This is an optimization exercise on Yosys and OpenROAD, whose aim is small area, a short achievable clock period and few clock cycles, not a production implementation. At most, simulation tests tie the RTL to the original design; equivalence was not proved. The RTL of run 1 was laid out without a check of its function. Power and IR drop assume default switching activity.

==> design/flow/design.v <==
package cache_pkg;
  localparam int DEF_WAYS        = 4;
  localparam int DEF_INDEX_SIZE  = 2;
  localparam int DEF_OFFSET_SIZE = 2;
  localparam int DEF_TAG_SIZE    = 4;
  localparam int DEF_DATA_SIZE   = 16;
endpackage
module cache_lru_ages #(
  parameter int WAYS  = 4,
  parameter int IDX_W = 2
) (
  input  logic                           CLK,
  input  logic                           RESET,
  input  logic [IDX_W-1:0]               set_idx,
  input  logic [(1<<IDX_W)-1:0][WAYS-1:0] valid_mask,
  input  logic                           touch,
  input  logic [WAYS-1:0]                touch_oh,
  output logic [(1<<IDX_W)-1:0][WAYS-1:0] victim_oh
);
  localparam int SETS = 1 << IDX_W;
  logic older [SETS][WAYS][WAYS];
  always_ff @(posedge CLK or posedge RESET) begin
    if (RESET) begin
      for (int s = 0; s < SETS; s++)
        for (int i = 0; i < WAYS; i++)
          for (int j = i + 1; j < WAYS; j++)
            older[s][i][j] <= 1'b0;
    end else if (touch) begin
      for (int s = 0; s < SETS; s++)
        if (IDX_W'(s) == set_idx)
          for (int i = 0; i < WAYS; i++)
            for (int j = i + 1; j < WAYS; j++) begin
              if (touch_oh[i]) older[s][i][j] <= 1'b0;
              else if (touch_oh[j]) older[s][i][j] <= 1'b1;
            end
    end
  end
  always_comb begin
    for (int s = 0; s < SETS; s++) begin
      logic [WAYS-1:0] oldest, inval, pick;
      for (int w = 0; w < WAYS; w++) begin
        oldest[w] = 1'b1;
        for (int i = 0; i < WAYS; i++) begin
          if (i < w) oldest[w] = oldest[w] & ~older[s][i][w];
          if (i > w) oldest[w] = oldest[w] &  older[s][w][i];
        end
      end
      inval = ~valid_mask[s];
      pick = inval & ~(inval - 1'b1);
      victim_oh[s] = (inval != '0) ? pick : oldest;
    end
  end
endmodule
module cache_memory_nway #(
  parameter int WAYS             = cache_pkg::DEF_WAYS,
  parameter int ADDR_INDEX_SIZE  = cache_pkg::DEF_INDEX_SIZE,
  parameter int ADDR_OFFSET_SIZE = cache_pkg::DEF_OFFSET_SIZE,
  parameter int ADDR_TAG_SIZE    = cache_pkg::DEF_TAG_SIZE,
  parameter int CPU_DATA_SIZE    = cache_pkg::DEF_DATA_SIZE
) (
  input  logic                                     CLK,
  input  logic                                     RESET,
  input  logic [ADDR_TAG_SIZE+ADDR_INDEX_SIZE+ADDR_OFFSET_SIZE-1:0] CPU_ADDR,
  input  logic                                     SIG_CPU_RD,
  input  logic                                     SIG_CPU_WR,
  input  logic [CPU_DATA_SIZE-1:0]                 CPU_OUT_DATA,
  input  logic [CPU_DATA_SIZE/8-1:0]               CPU_B_VAL,
  output logic [CPU_DATA_SIZE-1:0]                 CPU_IN_DATA,
  output logic                                     ACK,
  output logic [ADDR_TAG_SIZE+ADDR_INDEX_SIZE-1:0] RAM_ADDR,
  output logic                                     SIG_RAM_RD,
  output logic                                     SIG_RAM_WR,
  output logic [CPU_DATA_SIZE*(1<<ADDR_OFFSET_SIZE)-1:0] MI_IN_DATA,
  input  logic [CPU_DATA_SIZE*(1<<ADDR_OFFSET_SIZE)-1:0] MI_OUT_DATA,
  input  logic                                     MI_SIG_RAM_ACK,
  output logic [15:0]                              HIT_CNT,
  output logic [15:0]                              MISS_CNT
);
  localparam int TW     = ADDR_TAG_SIZE;
  localparam int IW     = ADDR_INDEX_SIZE;
  localparam int OW     = ADDR_OFFSET_SIZE;
  localparam int DW     = CPU_DATA_SIZE;
  localparam int SETS   = 1 << IW;
  localparam int WORDS  = 1 << OW;
  localparam int LINE_W = DW * WORDS;
  localparam int BE_W   = DW / 8;
  logic [TW-1:0] req_tag;
  logic [IW-1:0] req_idx;
  logic [OW-1:0] req_off;
  assign {req_tag, req_idx, req_off} = CPU_ADDR;
  logic [TW-1:0]     tag_arr  [SETS][WAYS];
  logic [LINE_W-1:0] data_arr [SETS][WAYS];
  logic [SETS-1:0][WAYS-1:0] valid_r, dirty_r, vic_oh_all;
  logic [SETS-1:0]   vic_dirty_all;
  logic              cpu_req, any_hit, hit, miss, vic_dirty;
  logic              refill_done, wback_done, touch;
  logic [WAYS-1:0]   hit_vec, vic_oh, touch_oh;
  logic [LINE_W-1:0] way_line [WAYS];
  logic [DW-1:0]     hit_word, fill_word;
  logic [TW-1:0]     vic_tag;
  assign cpu_req = SIG_CPU_RD || SIG_CPU_WR;
  always_comb begin
    for (int w = 0; w < WAYS; w++)
      hit_vec[w] = valid_r[req_idx][w] && (tag_arr[req_idx][w] == req_tag);
  end
  assign any_hit = |hit_vec;
  assign hit     = cpu_req && any_hit;
  assign miss    = cpu_req && !any_hit;
  cache_lru_ages #(
    .WAYS  (WAYS),
    .IDX_W (IW)
  ) u_lru (
    .CLK        (CLK),
    .RESET      (RESET),
    .set_idx    (req_idx),
    .valid_mask (valid_r),
    .touch      (touch),
    .touch_oh   (touch_oh),
    .victim_oh  (vic_oh_all)
  );
  always_comb begin
    for (int s = 0; s < SETS; s++)
      vic_dirty_all[s] = |(vic_oh_all[s] & valid_r[s] & dirty_r[s]);
  end
  assign vic_oh    = vic_oh_all[req_idx];
  assign vic_dirty = vic_dirty_all[req_idx];
  assign wback_done  = miss && vic_dirty && MI_SIG_RAM_ACK;
  assign refill_done = miss && !vic_dirty && MI_SIG_RAM_ACK;
  assign touch       = hit || refill_done;
  assign touch_oh    = any_hit ? hit_vec : vic_oh;
  always_comb begin
    for (int w = 0; w < WAYS; w++)
      way_line[w] = data_arr[req_idx][w];
  end
  always_comb begin
    hit_word = '0;
    for (int w = 0; w < WAYS; w++)
      if (hit_vec[w]) hit_word = hit_word | way_line[w][req_off*DW +: DW];
  end
  assign fill_word = MI_SIG_RAM_ACK ? MI_OUT_DATA[req_off*DW +: DW] : '0;
  always_comb begin
    MI_IN_DATA = '0;
    vic_tag    = '0;
    for (int w = 0; w < WAYS; w++)
      if (vic_oh[w]) begin
        MI_IN_DATA = MI_IN_DATA | way_line[w];
        vic_tag    = vic_tag | tag_arr[req_idx][w];
      end
  end
  logic [LINE_W-1:0] wdata;
  logic [LINE_W/8-1:0] wbyte;
  always_comb begin
    for (int k = 0; k < WORDS; k++)
      for (int b = 0; b < BE_W; b++) begin
        wbyte[k*BE_W + b] = SIG_CPU_WR && (OW'(k) == req_off) && CPU_B_VAL[b];
        wdata[(k*BE_W + b)*8 +: 8] = wbyte[k*BE_W + b] ? CPU_OUT_DATA[b*8 +: 8]
                                                        : MI_OUT_DATA[(k*BE_W + b)*8 +: 8];
      end
  end
  always_ff @(posedge CLK) begin
    for (int s = 0; s < SETS; s++)
      for (int w = 0; w < WAYS; w++)
        if ((IW'(s) == req_idx) && touch_oh[w]) begin
          for (int y = 0; y < LINE_W/8; y++)
            if (refill_done || (hit && wbyte[y]))
              data_arr[s][w][y*8 +: 8] <= wdata[y*8 +: 8];
          if (refill_done) tag_arr[s][w] <= req_tag;
        end
  end
  always_ff @(posedge CLK) begin
    for (int s = 0; s < SETS; s++)
      for (int w = 0; w < WAYS; w++)
        if (IW'(s) == req_idx) begin
          if (touch && SIG_CPU_WR && touch_oh[w]) dirty_r[s][w] <= 1'b1;
          else if ((refill_done || wback_done) && vic_oh[w]) dirty_r[s][w] <= 1'b0;
        end
  end
  always_ff @(posedge CLK or posedge RESET) begin
    if (RESET) begin
      valid_r <= '0;
    end else if (refill_done) begin
      valid_r[req_idx] <= valid_r[req_idx] | vic_oh;
    end
  end
  assign ACK         = hit || refill_done;
  assign CPU_IN_DATA = hit_word | fill_word;
  assign SIG_RAM_WR  = miss && vic_dirty;
  assign SIG_RAM_RD  = miss && !vic_dirty;
  assign RAM_ADDR    = {vic_dirty ? vic_tag : req_tag, req_idx};
  logic [15:0] hit_cnt, miss_cnt;
  function automatic logic [15:0] sat_inc(input logic [15:0] v);
    sat_inc = (v == 16'hFFFF) ? v : v + 16'd1;
  endfunction
  always_ff @(posedge CLK or posedge RESET) begin
    if (RESET) begin
      hit_cnt  <= '0;
      miss_cnt <= '0;
    end else begin
      if (hit)         hit_cnt  <= sat_inc(hit_cnt);
      if (refill_done) miss_cnt <= sat_inc(miss_cnt);
    end
  end
  assign HIT_CNT  = hit_cnt;
  assign MISS_CNT = miss_cnt;
endmodule
==> design/flow/run.sh <==
#!/bin/bash
# synth_recipe.tcl (not shown) runs the flow's synth.tcl, then flattens the netlist and writes it again
# the make line also repeats each setting of config.mk as NAME=value (left out here)
make -C /OpenROAD-flow-scripts/flow DESIGN_CONFIG=/design/flow/config.mk WORK_HOME=/design/flow/orfs CLKGATE_MAP_FILE= SYNTH_SCRIPT=/design/flow/synth_recipe.tcl finish
==> design/flow/config.mk <==
export PLATFORM = sky130hd
export DESIGN_NAME = cache_memory_nway
export DESIGN_NICKNAME = cache_memory_nway
export VERILOG_FILES = /design/flow/design.v
export SDC_FILE = /design/flow/constraint.sdc
export NUM_CORES = 4
export LEC_CHECK = 0
export ABC_CLOCK_PERIOD_IN_PS = 3000
export CAP_MARGIN = 20
export CORE_MARGIN = 2
export CORE_UTILIZATION = 55
export SETUP_SLACK_MARGIN = 2.5
export SLEW_MARGIN = 20
==> design/flow/constraint.sdc <==
create_clock -name core_clock -period 6.5 [get_ports {CLK}]
set_input_delay 1.3000 -clock core_clock [delete_from_list [all_inputs] [get_ports {CLK}]]
set_output_delay 1.3000 -clock core_clock [all_outputs]
set_load 0.01 [all_outputs]
==> summary.txt, run 1 <==
Synth
  • Mapped Nets: 3329
  • Cells after synthesis: 3224
  • Post-Synth Adder-Cell Area: 0.252%
  • Synth Flop Type: edfxtp_1
  • Post-synth ARST share: 6.12%
  • Compound-gate portion of the synthesized area: 12.7%
  • Synth Area in XOR/XNOR: 0.670%
  • Number of synthesized flops with an enable pin: 1104
  • Number of synthesis warnings: 6
  • Sequential-to-total area share from yosys stat: 70.3%
  • Largest family of logic cells by synthesized area: compound AO/OA/AOI/OAI gates
  • FF+latch count, synth: 1176
  • Synthesized area: 49700 um^2
  • Multiplexer share of the synthesized area: 6.71%
  • Simple-gate share of the synthesized area: 6.37%
  • Distinct cells, synth: 75
  • Avg Cell Area, Syn: 15.4 um^2

Setup path
  • FF-to-FF Start: valid_r[12]
  • CP max stage cell: or4_4
  • Sequence of cells on the critical path: buf_8, buf_6, ha_4, or4_4, buf_6, and3_4, o21a_1, o2111ai_4, nor3_4, buf_6, buf_12, o31a_1, nor2_4, inv_2, buf_6
  • CP Class: input port to primary output
  • R2R depth: 13
  • CP max stage delay: 580 ps
  • Critical Path RT: 5200 ps
  • CP Data Arrival Time: 4200 ps
  • FF-to-FF setup slack: 2700 ps
  • Critical Path Sink Type: primary output
  • Worst setup SP type: input port
  • Top cell by count, worst path: buf_6
  • FF-to-FF End: data_arr[2][31]
  • CP Buf/Inv Count: 7
  • Critical Path Fanout Max: 7
  • Family with the most delay on the worst path: simple AND/OR/NAND/NOR gates

Place
  • IO Port Bufs: 215
  • Final Wtd Congestion: 0.987
  • Detail Placement HPWL: 119 mm
  • Place WS: 8.00 ps
  • Area after DPL: 55400 um^2
  • Placed Cells: 4505

Timing
  • Worst slew margin: 17.1%
  • Setup TNS: 0 ps
  • Fmax: 182 MHz
  • Max Slew Vio Count: 0
  • Final Critical Period: 5500 ps
  • Final setup skew: 33.3 ps
  • Worst Tran Pin Value: 1240 ps
  • RSZ-0062 raised after global routing: true
  • Crit path setup slack, layout: 1000 ps
  • Fin crit share: 84.6%
  • Final setup vio count: 0
  • Final hold viol count: 0

Global route
  • Largest net degree at the start of global routing: 73
  • Met1 usage: 55.4%
  • Initial antenna violation count: 18
  • GRT Total Usage: 38.6%
  • First-pass GRT wire length: 251 mm
  • GRT overflow: 0
  • Busiest layer in global routing: met1
  • Met3 usage in global routing: 15.5%
  • Vias in the first global route: 33000
  • Met2 Use GR: 54.2%

Detailed routing
  • Post-DRT Antenna Nets: 0
  • TritonRoute pass-1 iters: 7
  • DRC Markers: 0
  • 1st-iter DRT viols: 6437
  • Via/cell ratio: 7.10
  • Via count: 35800
  • Wire length per cell: 37.2 um
  • Routed wire length: 187 mm

Clock tree
  • CTS root buf: clkbuf_16
  • # H-tree levels: 3
  • CTS tree: done
  • Clock-pin slew on the worst setup and hold paths: 50 ps
  • Clock tree buffer depth: 3
  • CTS sink cnt: 1176
  • Worst-skew pair later-pin latency: 730 ps
  • Num CTS Buffers: 116

Worst hold path
  • HP Start: hit_cnt[14]
  • Hold endpoint: hit_cnt[14]
  • Min-Delay Path Class: flip-flop to flip-flop
  • Hold depth: 1

Floorplan
  • Core area: 89700 um^2
  • Die height: 305 um
  • Die width: 305 um
  • Num rows: 110
  • Boundary Pins: 216
  • Initial Util: 55.4%
  • Full die area: 92800 um^2

Finish
  • Post-Layout Cell Count: 5036
  • Layout fillers: 5233
  • Nets: 3860
  • Final core utilization: 74.9%
  • Finished Cell Area: 67200 um^2
  • Area Overhead vs Synth: 35.3%
  • Share of layout cells above drive strength 1: 39.7%

Power and ir drop
  • Power per cell area: 282 nW/um^2
  • Leak: 22.8 nW
  • VDD IR max: 0.216 mV

Run status
  • Status: finished clean

Job
  • Max-cap check violation count: 0
==> timing repair <==
item                                     CTS  global route
gates cloned                              26            15
gates resized for setup                  648           608
pin swaps                                 81           235
endpoints found under the setup margin  1279          1278
hold buffers                               0             0
setup buffers                             74           193
==> synth_stat cells (all sizes together) (9+ instances only) <==
| library cell | count | area (um^2) |
|---|---|---|
| dfrtp | 72 | 1800 |
| xnor2 | 14 | 123 |
| a21oi | 11 | 55.1 |
| inv | 117 | 439 |
| a222oi | 69 | 691 |
| o21ai | 19 | 95.1 |
| a211o | 16 | 140 |
| mux2i | 69 | 691 |
| nor2 | 164 | 628 |
| nand2 | 121 | 454 |
| edfxtp | 1104 | 33200 |
| ha | 10 | 125 |
| o221ai | 64 | 561 |
| and3 | 142 | 888 |
| a22o | 9 | 78.8 |
| nor3 | 41 | 255 |
| buf | 71 | 374 |
| mux2 | 67 | 754 |
| a22oi | 469 | 3520 |
| a21boi | 45 | 338 |
| and2 | 11 | 68.8 |
| clkbuf | 170 | 638 |
| o2bb2ai | 19 | 166 |
| xor2 | 24 | 210 |
| nand3 | 88 | 440 |
| mux4 | 84 | 1890 |
| nand4 | 15 | 93.8 |
| o211ai | 24 | 180 |
==> per-layer routing <==
metal / up-vias / wire, um
li1: 14300 / -
met1: 18200 / 69900
met2: 2883 / 80800
met3: 378 / 30500
met4: 14 / 6080
met5: - / 208
==> metrics by stage <==
stage / power [mW] / hold slack [ps]
2_1_floorplan: 10.2 / 488
3_3_place_gp: 11.3 / 480
3_5_place_dp: 11.4 / 497
4_1_cts: 18.4 / 508
5_1_grt: 19.3 / 526
6_report: 19.0 / 506
==> state kept, by name (all words and copies together), names as in the netlist <==
register,flops
dirty_r,16
hit_cnt,16
valid_r,16
u_lru.older,24
data_arr,1024
miss_cnt,16
tag_arr,64
==> worst max path at each step <==
stage,start,slack (ps),cells past startpoint,to
floorplan,CPU_ADDR[2],1070,14,SIG_RAM_RD
global placement,CPU_ADDR[2],7,12,CPU_IN_DATA[7]
detailed placement,CPU_ADDR[2],8,13,ACK
CTS,CPU_ADDR[3],1100,16,ACK
global route,CPU_ADDR[3],970,16,ACK
finish,CPU_ADDR[3],1000,15,ACK
==> layout make-up <==
| cell class | instances | area (um^2) | area share, % |
|---|---|---|---|
| flip-flops and latches | 1176 | 35000 | 52.0 |
| multi-input cells | 1698 | 18200 | 27.1 |
| repair buffers | 646 | 8300 | 12.3 |
| clock buffers | 143 | 3090 | 4.59 |
| well taps | 1176 | 1470 | 2.19 |
| clock inverters | 72 | 739 | 1.10 |
| inverters | 117 | 452 | 0.672 |
| diodes | 8 | 20.0 | 0.0298 |
==> cells by family (layout without fill, tap and decap cells) <==
| logic type | after synthesis | count (layout) |
|---|---|---|
| AO/OA/AOI/OAI | 802 | 803 |
| multiplexers | 220 | 220 |
| flip-flops | 1176 | 1176 |
| AND/OR/NAND/NOR | 620 | 627 |
| buffers and inverters | 358 | 978 |
| adder cells (fa/ha/maj) | 10 | 10 |
| XOR/XNOR | 38 | 38 |
| other | 0 | 8 |
==> report_power, final <==
group | switching, mW | total [mW] | internal [mW]
Clock | 2.91 | 6.83 | 3.92
Combinational | 2.05 | 3.45 | 1.40
Sequential | 0.176 | 8.69 | 8.51
Total | 5.14 | 19.0 | 13.8
==> layout by cell type (no fill, tap or decap), types with 14 or more instances in the layout <==
| cell type | synthesis | routed |
|---|---|---|
| clkbuf_1 | 170 | 22 |
| mux4_2 | 84 | 84 |
| buf_4 | 2 | 157 |
| clkdlybuf4s50_1 | 0 | 123 |
| a21boi_1 | 19 | 30 |
| clkinv_2 | 0 | 24 |
| o211ai_1 | 24 | 24 |
| o2bb2ai_2 | 0 | 16 |
| nor2_4 | 1 | 151 |
| xor2_1 | 24 | 24 |
| bufinv_16 | 0 | 14 |
| nand2_4 | 0 | 24 |
| buf_8 | 0 | 16 |
| mux2_2 | 66 | 64 |
| nand3_2 | 0 | 35 |
| a22oi_1 | 469 | 410 |
| buf_6 | 8 | 128 |
| nand2_1 | 121 | 51 |
| clkinv_1 | 0 | 24 |
| edfxtp_1 | 1104 | 1104 |
| nor3_4 | 0 | 23 |
| nand3_1 | 88 | 39 |
| nand2_2 | 0 | 37 |
| dfrtp_1 | 72 | 72 |
| o221ai_4 | 0 | 50 |
| nand4_1 | 15 | 15 |
| clkbuf_16 | 0 | 131 |
| a22oi_2 | 0 | 59 |
| nand3_4 | 0 | 14 |
| mux2i_1 | 69 | 59 |
| a222oi_1 | 69 | 69 |
| inv_1 | 117 | 113 |
| buf_2 | 32 | 34 |
| buf_16 | 0 | 25 |
| o221ai_2 | 0 | 14 |
| a211o_1 | 16 | 15 |
| and3_4 | 0 | 131 |
| buf_12 | 0 | 137 |
==> run 2: changes to the inputs <==
--- a/design/flow/design.v
+++ b/design/flow/design.v
@@ -99,10 +99,13 @@
   logic [DW-1:0]     hit_word, fill_word;
   logic [TW-1:0]     vic_tag;
   assign cpu_req = SIG_CPU_RD || SIG_CPU_WR;
-  always_comb begin
-    for (int w = 0; w < WAYS; w++)
-      hit_vec[w] = valid_r[req_idx][w] && (tag_arr[req_idx][w] == req_tag);
-  end
+  logic [SETS-1:0][WAYS-1:0] match;
+  always_comb begin
+    for (int s = 0; s < SETS; s++)
+      for (int w = 0; w < WAYS; w++)
+        match[s][w] = valid_r[s][w] && (tag_arr[s][w] == req_tag);
+  end
+  assign hit_vec = match[req_idx];
   assign any_hit = |hit_vec;
   assign hit     = cpu_req && any_hit;
   assign miss    = cpu_req && !any_hit;
==> design/flow/config.mk (replaced) <==
export PLATFORM = sky130hd
export DESIGN_NAME = cache_memory_nway
export DESIGN_NICKNAME = cache_memory_nway
export VERILOG_FILES = /design/flow/design.v
export SDC_FILE = /design/flow/constraint.sdc
export NUM_CORES = 4
export LEC_CHECK = 0
export CAP_MARGIN = 20
export CORE_MARGIN = 2
export CORE_UTILIZATION = 60
export SETUP_SLACK_MARGIN = 2.0
export SLEW_MARGIN = 20
export TNS_END_PERCENT = 0
==> run 2 against run 1 <==
Against the previous run: worst hold slack got worse by 12 ps; core utilization is 0.16 points lower; sequential share of layout area grew 4.0 points; critical path type unchanged; critical endpoint is now CPU_IN_DATA[15].
==> summary.txt, run 2 <==
Setup path
  • CP max stage cell: a22oi_2
  • Critical Path Sink Type: primary output
  • CP Buf/Inv Count: 8
  • Sequence of cells on the critical path: buf_6, buf_12, inv_8, ha_4, buf_12, buf_16, buf_16, a22oi_2, nand3_1, buf_4, mux4_2, a221oi_2, nand2_1, buf_2
  • Worst setup SP type: input port
  • CP startpoint: CPU_ADDR[2]
  • R2R depth: 11
  • FF-to-FF Start: valid_r[3]
  • CP max stage delay: 530 ps
  • CP Class: input port to primary output
  • CP Depth: 14
  • Family with the most delay on the worst path: buffers and inverters
  • Critical Path Fanout Max: 7
  • Critical Path End: CPU_IN_DATA[15]
  • FF-to-FF setup slack: 2430 ps
  • CP Data Arrival Time: 4100 ps
  • FF-to-FF End: data_arr[12][46]
  • Critical Path RT: 5200 ps

Detailed routing
  • DRC Markers: 0
  • Wire length per cell: 38.0 um
  • Post-DRT Antenna Nets: 0
  • Routed wire length: 189 mm
  • Via/cell ratio: 7.40
  • TritonRoute pass-1 iters: 8
  • 1st-iter DRT viols: 6572
  • Via count: 36900

Clock tree
  • CTS root buf: clkbuf_16
  • Clock-pin slew on the worst setup and hold paths: 60 ps
  • # H-tree levels: 3
  • Num CTS Buffers: 115
  • CTS sink cnt: 1176
  • Worst-skew pair later-pin latency: 730 ps
  • CTS tree: done
  • Clock tree buffer depth: 3

Synth
  • Synth Flop Type: edfxtp_1
  • Compound-gate portion of the synthesized area: 12.7%
  • Cells after synthesis: 3365
  • Most area-consuming cells after synthesis: edfxtp_1, a22oi_1, mux4_2
  • Synthesized area: 50600 um^2
  • Largest family of logic cells by synthesized area: compound AO/OA/AOI/OAI gates
  • Post-Synth Adder-Cell Area: 0.247%
  • Area share of the largest cell type after synthesis: 65.5%
  • Post-synth ARST share: 6.12%
  • Number of synthesis warnings: 6
  • Sequential-to-total area share from yosys stat: 69.1%
  • Simple-gate share of the synthesized area: 6.96%
  • Most frequent cell after synthesis: edfxtp_1
  • Mapped Nets: 3470
  • FF+latch count, synth: 1176
  • Avg Cell Area, Syn: 15.0 um^2
  • Number of synthesized flops with an enable pin: 1104
  • Multiplexer share of the synthesized area: 6.42%
  • Distinct cells, synth: 77
  • Synth top cells by count: edfxtp_1, a22oi_1, clkbuf_1, nor2_1, and3_1
  • Synth Area in XOR/XNOR: 1.61%
  • Synth area leader: edfxtp_1

Timing
  • Fin crit share: 83.0%
  • Final hold slack: 494 ps
  • Final setup skew: 47.1 ps
  • Worst Tran Pin Value: 1240 ps
  • Final hold viol count: 0
  • Max Slew Vio Count: 0
  • Final setup vio count: 0
  • RSZ-0062 raised after global routing: true
  • Fmax: 185 MHz
  • Setup TNS: 0 ps
  • Final Critical Period: 5400 ps
  • Worst slew margin: 17.0%

Run status
  • Status: finished clean

Global route
  • Vias in the first global route: 35600
  • GRT overflow: 0
  • GRT Total Usage: 43.8%
  • First-pass GRT wire length: 263 mm
  • Largest net degree at the start of global routing: 73
  • Initial antenna violation count: 16

Place
  • IO Port Bufs: 215
  • Final Wtd Congestion: 1.04
  • Detail Placement HPWL: 121 mm
  • Placed Cells: 4626
  • Area after DPL: 55400 um^2

Power and ir drop
  • Reg power frac: 46.0%
  • Power per cell area: 301 nW/um^2
  • Switching share of power: 26.2%
  • P_int: 13.9 mW
  • Sw Pwr: 4.91 mW
  • VDD IR max: 0.309 mV
  • Comb power frac: 15.5%
  • Leak: 21.5 nW
  • Clk pwr share: 38.6%

Floorplan
  • Core area: 83600 um^2
  • Initial Util: 60.6%
  • Boundary Pins: 216
  • Die width: 294 um
  • Num rows: 106
  • Full die area: 86700 um^2
  • Die height: 294 um

Finish
  • Share of layout cells above drive strength 1: 23.8%
  • Area Overhead vs Synth: 23.4%
  • Commonest non-fill, non-tap cells in the layout: edfxtp_1, a22oi_1, buf_4
  • Biggest register: data_arr
  • Post-Layout Cell Count: 4980
  • Max reg flops: 1024
  • Finished Cell Area: 62500 um^2
  • Commonest non-fill, non-tap cell in the layout: edfxtp_1
  • Nets: 3900
  • Top flop regs: data_arr: 1024 flops, tag_arr: 64 flops, u_lru.older: 24 flops

Worst hold path
  • Hold depth: 1
  • Min-Delay Path Class: flip-flop to flip-flop

Job
  • Max-cap check violation count: 0
[run 2: cell count changes after synthesis, moves of 24 or more]
cell      delta
a21oi_1     +30
a221o_1     +32
a22oi_1     -25
inv_1       -29
nand3_1     +31
nor3_1      +29
o221ai_1    -24
o22ai_1     +39
xnor2_1     +45
[run 2: cell families after synthesis]
| group | count (synthesis) |
|---|---|
| flops | 1176 |
| compound gates | 819 |
| simple gates | 699 |
| buf+inv | 354 |
| mux | 214 |
| xor+xnor | 93 |
| fa+ha+maj | 10 |
[run 2: routing by layer]
metal | routed length [um] | global-route usage, % | part of all wire [%] | vias up
li1 | - | - | - | 14600
met5 | 82 | 0 | 0.043 | -
met2 | 82700 | 64.5 | 44 | 3245
met3 | 27500 | 12.4 | 15 | 658
met4 | 14300 | 27.3 | 7.6 | 14
met1 | 64700 | 57.9 | 34 | 18400
[run 2: worst min-delay path by stage]
stage,from,end,slack (ps)
floorplan,u_lru.older[51],u_lru.older[51],470
global placement,miss_cnt[9],miss_cnt[9],470
detailed placement,miss_cnt[4],miss_cnt[4],490
CTS,miss_cnt[9],miss_cnt[9],500
global route,miss_cnt[4],miss_cnt[4],500
finish,miss_cnt[4],miss_cnt[4],490
[run 2: power groups by stage]
| stage | combinational (mW) | clock (mW) | sequential (mW) |
|---|---|---|---|
| global placement | 2.45 | 0 | 8.77 |
| floorplan | 1.25 | 0 | 8.73 |
| detailed placement | 2.48 | 0 | 8.78 |
| global route | 2.95 | 7.53 | 8.64 |
| CTS | 2.78 | 7.23 | 8.62 |
| finish | 2.90 | 7.25 | 8.63 |
[run 2: area by class of cell]
type	instances	area, um^2
Sequential cell	1176	35000
Fill cell	5109	21100
Multi-Input combinational cell	1836	15200
Timing Repair Buffer	577	6480
Clock buffer	122	2930
Tap cell	1080	1350
Clock inverter	95	1220
Inverter	89	347
Antenna cell	5	12.5
[run 2: metrics by stage]
step	total power [mW]	setup WS [ps]	utilization, %
after CTS	18.6	1280	74.7
final	18.8	1100	74.8
after detailed placement	11.3	70.3	66.3
after global placement	11.2	69.4	66.2
after global routing	19.1	1100	74.8
after floorplan	9.99	1750	-
[run 2: repair_timing]
action,CTS,global route
endpoints found under the setup margin,244,244
resized for setup,377,3
buffers inserted,92,1
pin swaps,74,2
cloned,38,0
hold buffers,0,0
Testbench counts of run 2, summed over its fixed seeds: cycles 85,321.
==> run 3: changes to the inputs <==
--- a/design/flow/config.mk
+++ b/design/flow/config.mk
@@ -7,7 +7,7 @@
 export LEC_CHECK = 0
 export CAP_MARGIN = 20
 export CORE_MARGIN = 2
-export CORE_UTILIZATION = 60
-export SETUP_SLACK_MARGIN = 2.0
+export CORE_UTILIZATION = 40
+export SETUP_SLACK_MARGIN = 1.5
 export SLEW_MARGIN = 20
 export TNS_END_PERCENT = 0
==> run 3 against run 2 <==
Against the previous run: sequential cell count is the same; via count shrank 1.6%; cell area decreased by 0.70%; sequential share of layout area grew 0.40 points; clock power hardly changed; synthesized cell count did not move; combinational power about the same; non-clock buffer count shrank 31; core utilization is 25 points lower; cell count increased by 11%; critical endpoint unchanged; largest cell class unchanged.
==> summary.txt, run 3 <==
Global route
  • Largest net degree at the start of global routing: 88
  • Met3 usage in global routing: 10.5%
  • GRT overflow: 0
  • First-pass GRT wire length: 266 mm
  • Initial antenna violation count: 13
  • Vias in the first global route: 33900
  • Met2 Use GR: 40.6%
  • GRT Total Usage: 29.0%
  • Met1 usage: 41.0%
  • Busiest layer in global routing: met1

Setup path
  • CP Class: input port to primary output
  • CP Depth: 11
  • Top cell by count, worst path: buf_6
  • Worst setup SP type: input port
  • CP Buf/Inv Count: 5
  • CP max stage delay: 640 ps
  • Critical Path Sink Type: primary output
  • CP Data Arrival Time: 4180 ps
  • FF-to-FF setup slack: 2290 ps
  • Sequence of cells on the critical path: buf_6, buf_6, ha_4, buf_12, buf_16, a222oi_1, mux2i_1, mux4_2, a221oi_2, nand2_1, buf_2
  • Critical Path RT: 5200 ps
  • Critical Path Fanout Max: 8
  • Family with the most delay on the worst path: compound AO/OA/AOI/OAI gates
  • R2R depth: 10
  • CP max stage cell: a222oi_1

Power and ir drop
  • Power per cell area: 302 nW/um^2
  • Leak: 21.0 nW
  • VDD IR max: 0.232 mV
  • Comb power frac: 15.5%
  • Sw Pwr: 5.02 mW
  • P_int: 13.7 mW
  • Clk pwr share: 38.5%
  • Switching share of power: 26.8%
  • Reg power frac: 46.0%

Clock tree
  • Clock tree buffer depth: 3
  • # H-tree levels: 3
  • CTS root buf: clkbuf_16
  • CTS sink cnt: 1176
  • Num CTS Buffers: 120
  • Hold_buf cts: 0
  • CTS tree: done
  • Worst-skew pair later-pin latency: 790 ps
  • Clock-pin slew on the worst setup and hold paths: 60 ps

Timing
  • Final Critical Period: 5480 ps
  • Final setup vio count: 0
  • Setup TNS: 0 ps
  • Worst slew margin: 18.7%
  • Fmax: 183 MHz
  • Fin crit share: 84.3%
  • Final hold viol count: 0
  • RSZ-0062 raised after global routing: true
  • Crit path setup slack, layout: 1020 ps
  • Worst Tran Pin Value: 1220 ps
  • Final hold slack: 486 ps
  • Final setup skew: 39.0 ps
  • Max Slew Vio Count: 0

Synth
  • Post-synth ARST share: 6.12%
  • Synthesized area: 50600 um^2
  • Number of synthesized flops with an enable pin: 1104
  • Sequential-to-total area share from yosys stat: 69.1%
  • Synth Flop Type: edfxtp_1
  • Number of synthesis warnings: 6
  • Mapped Nets: 3470
  • FF+latch count, synth: 1176
  • Distinct cells, synth: 77
  • Synth top cells by count: edfxtp_1, a22oi_1, clkbuf_1, nor2_1, and3_1
  • Cells after synthesis: 3365
  • Synth area leader: edfxtp_1
  • Most frequent cell after synthesis: edfxtp_1
  • Area share of the largest cell type after synthesis: 65.5%
  • Avg Cell Area, Syn: 15.0 um^2
  • Most area-consuming cells after synthesis: edfxtp_1, a22oi_1, mux4_2

Finish
  • Share of layout cells above drive strength 1: 22.0%
  • Biggest register: data_arr
  • Max reg flops: 1024
  • Commonest non-fill, non-tap cells in the layout: edfxtp_1, a22oi_1, buf_4
  • Commonest non-fill, non-tap cell in the layout: edfxtp_1
  • Post-Layout Cell Count: 5522
  • Area Overhead vs Synth: 22.6%
  • Layout fillers: 10600
  • Nets: 3873
  • Top flop regs: data_arr: 1024 flops, tag_arr: 64 flops, u_lru.older: 24 flops

Floorplan
  • Full die area: 129000 um^2
  • Num rows: 130
  • Initial Util: 40.3%
  • Core area: 126000 um^2
  • Die height: 360 um
  • Die width: 360 um
  • Boundary Pins: 216

Detailed routing
  • Via count: 36300
  • 1st-iter DRT viols: 6370
  • DRC Markers: 0
  • Wire length per cell: 34.7 um
  • Routed wire length: 192 mm
  • TritonRoute pass-1 iters: 8
  • Via/cell ratio: 6.57
  • Post-DRT Antenna Nets: 0

Place
  • Placed Cells: 5228
  • Detail Placement HPWL: 129 mm
  • Final Wtd Congestion: 0.943
  • IO Port Bufs: 215
  • Place WS: 133 ps

Worst hold path
  • Hold depth: 1
  • Min-Delay Path Class: flip-flop to flip-flop

Run status
  • Status: finished clean

Job
  • Max-cap check violation count: 0
## run 3: cell count changes in the layout (fill, tap and decap cells not counted), sizes merged, moves of 3 or more
cell	before	now
diode	5	2
bufinv	25	18
buf	357	337
bufbuf	23	13
clkbuf	123	146
dlymetal6s2s	0	6
dlygate4sd2	28	1
clkdlybuf4s50	160	181
clkinv	60	50
## run 3: path summary, 6_finish.rpt
path | end | start
worst max-delay path | CPU_IN_DATA[15] | CPU_ADDR[3]
worst min-delay path | miss_cnt[6] | miss_cnt[6]
worst max register to register | data_arr[9][48] | valid_r[15]
worst min register to register | miss_cnt[6] | miss_cnt[6]
max in group asynchronous | miss_cnt[2] | RESET
min in group asynchronous | hit_cnt[3] | RESET
## run 3: per-stage QoR
stage	util, %	total power [mW]	area [um^2]
2_1_floorplan	-	9.96	50600
3_5_place_dp	44.8	11.4	56200
3_3_place_gp	44.8	11.4	56200
6_report	49.4	18.8	62000
4_1_cts	49.2	18.7	61800
5_1_grt	49.4	19.2	62000
## run 3: area by class of cell
type                    instances  area (um^2)  area share [%]
diodes                          2         5.00         0.00807
clock buffers                 143         3130            5.05
clock inverters                81          977            1.58
inverters                      89          334           0.538
multi-input cells            1835        14900            24.0
flip-flops and latches       1176        35000            56.3
well taps                    1650         2060            3.33
repair buffers                546         5710            9.20
## run 3: cell families after synthesis
| family | share of synthesized area, % |
|---|---|
| flops | 69.1 |
| compound gates | 12.7 |
| simple gates | 6.96 |
| buf+inv | 2.96 |
| mux | 6.42 |
| xor+xnor | 1.61 |
| fa+ha+maj | 0.247 |
## run 3: power by group through the flow
stage / sequential [mW] / combinational [mW] / clock (mW)
floorplan: 8.73 / 1.23 / 0
global placement: 8.77 / 2.60 / 0
detailed placement: 8.78 / 2.60 / 0
CTS: 8.62 / 2.79 / 7.27
global route: 8.64 / 2.98 / 7.55
finish: 8.63 / 2.91 / 7.23
## run 3: timing repair
action	in CTS	in global routing
pin swaps	40	15
cloned	20	0
setup buffers	32	16
resized for setup	194	67
setup endpoints to repair	87	87
## run 3: routing by layer
layer	share of wire, %	vias to the layer above	routed length, um
li1	-	14500	-
met4	4.1	22	7940
met5	0.096	-	184
met2	42	2820	80200
met1	39	18500	74300
met3	15	415	29100

port drivers added, routing unchanged:
How much do the figures lean on ideal ports? The routed layouts below were timed once more, with nothing changed but the port constraints.
Step 1: set_driving_cell puts a clkbuf_16 on CLK and a buf_2 on each other input, an assumption about the parent block.
Step 2, shift: input delay + t, output delay - t, t = (earliest + latest rising clock arrival at the registers) / 2. This alone moves slack from input paths to output paths.
Slacks: ideal ports / drivers / drivers and shift; pairs: ideal ports / drivers.
run	t (ns)	slack for setup (ns)	worst register clock-pin slew, ns	worst slew at a driven data input, ns
run 1	0.788	1.003 / 0.962 / 0.878	0.07 / 0.07	0.06
run 2	0.780	1.103 / 1.061 / 0.888	0.07 / 0.07	0.14
run 3	0.842	1.023 / 0.982 / 0.982	0.07 / 0.07	0.06
After both steps every run listed still meets setup and hold. The setup slack of run 2, which loses most, moves by -0.042 ns with the drivers and by -0.215 ns with both steps.
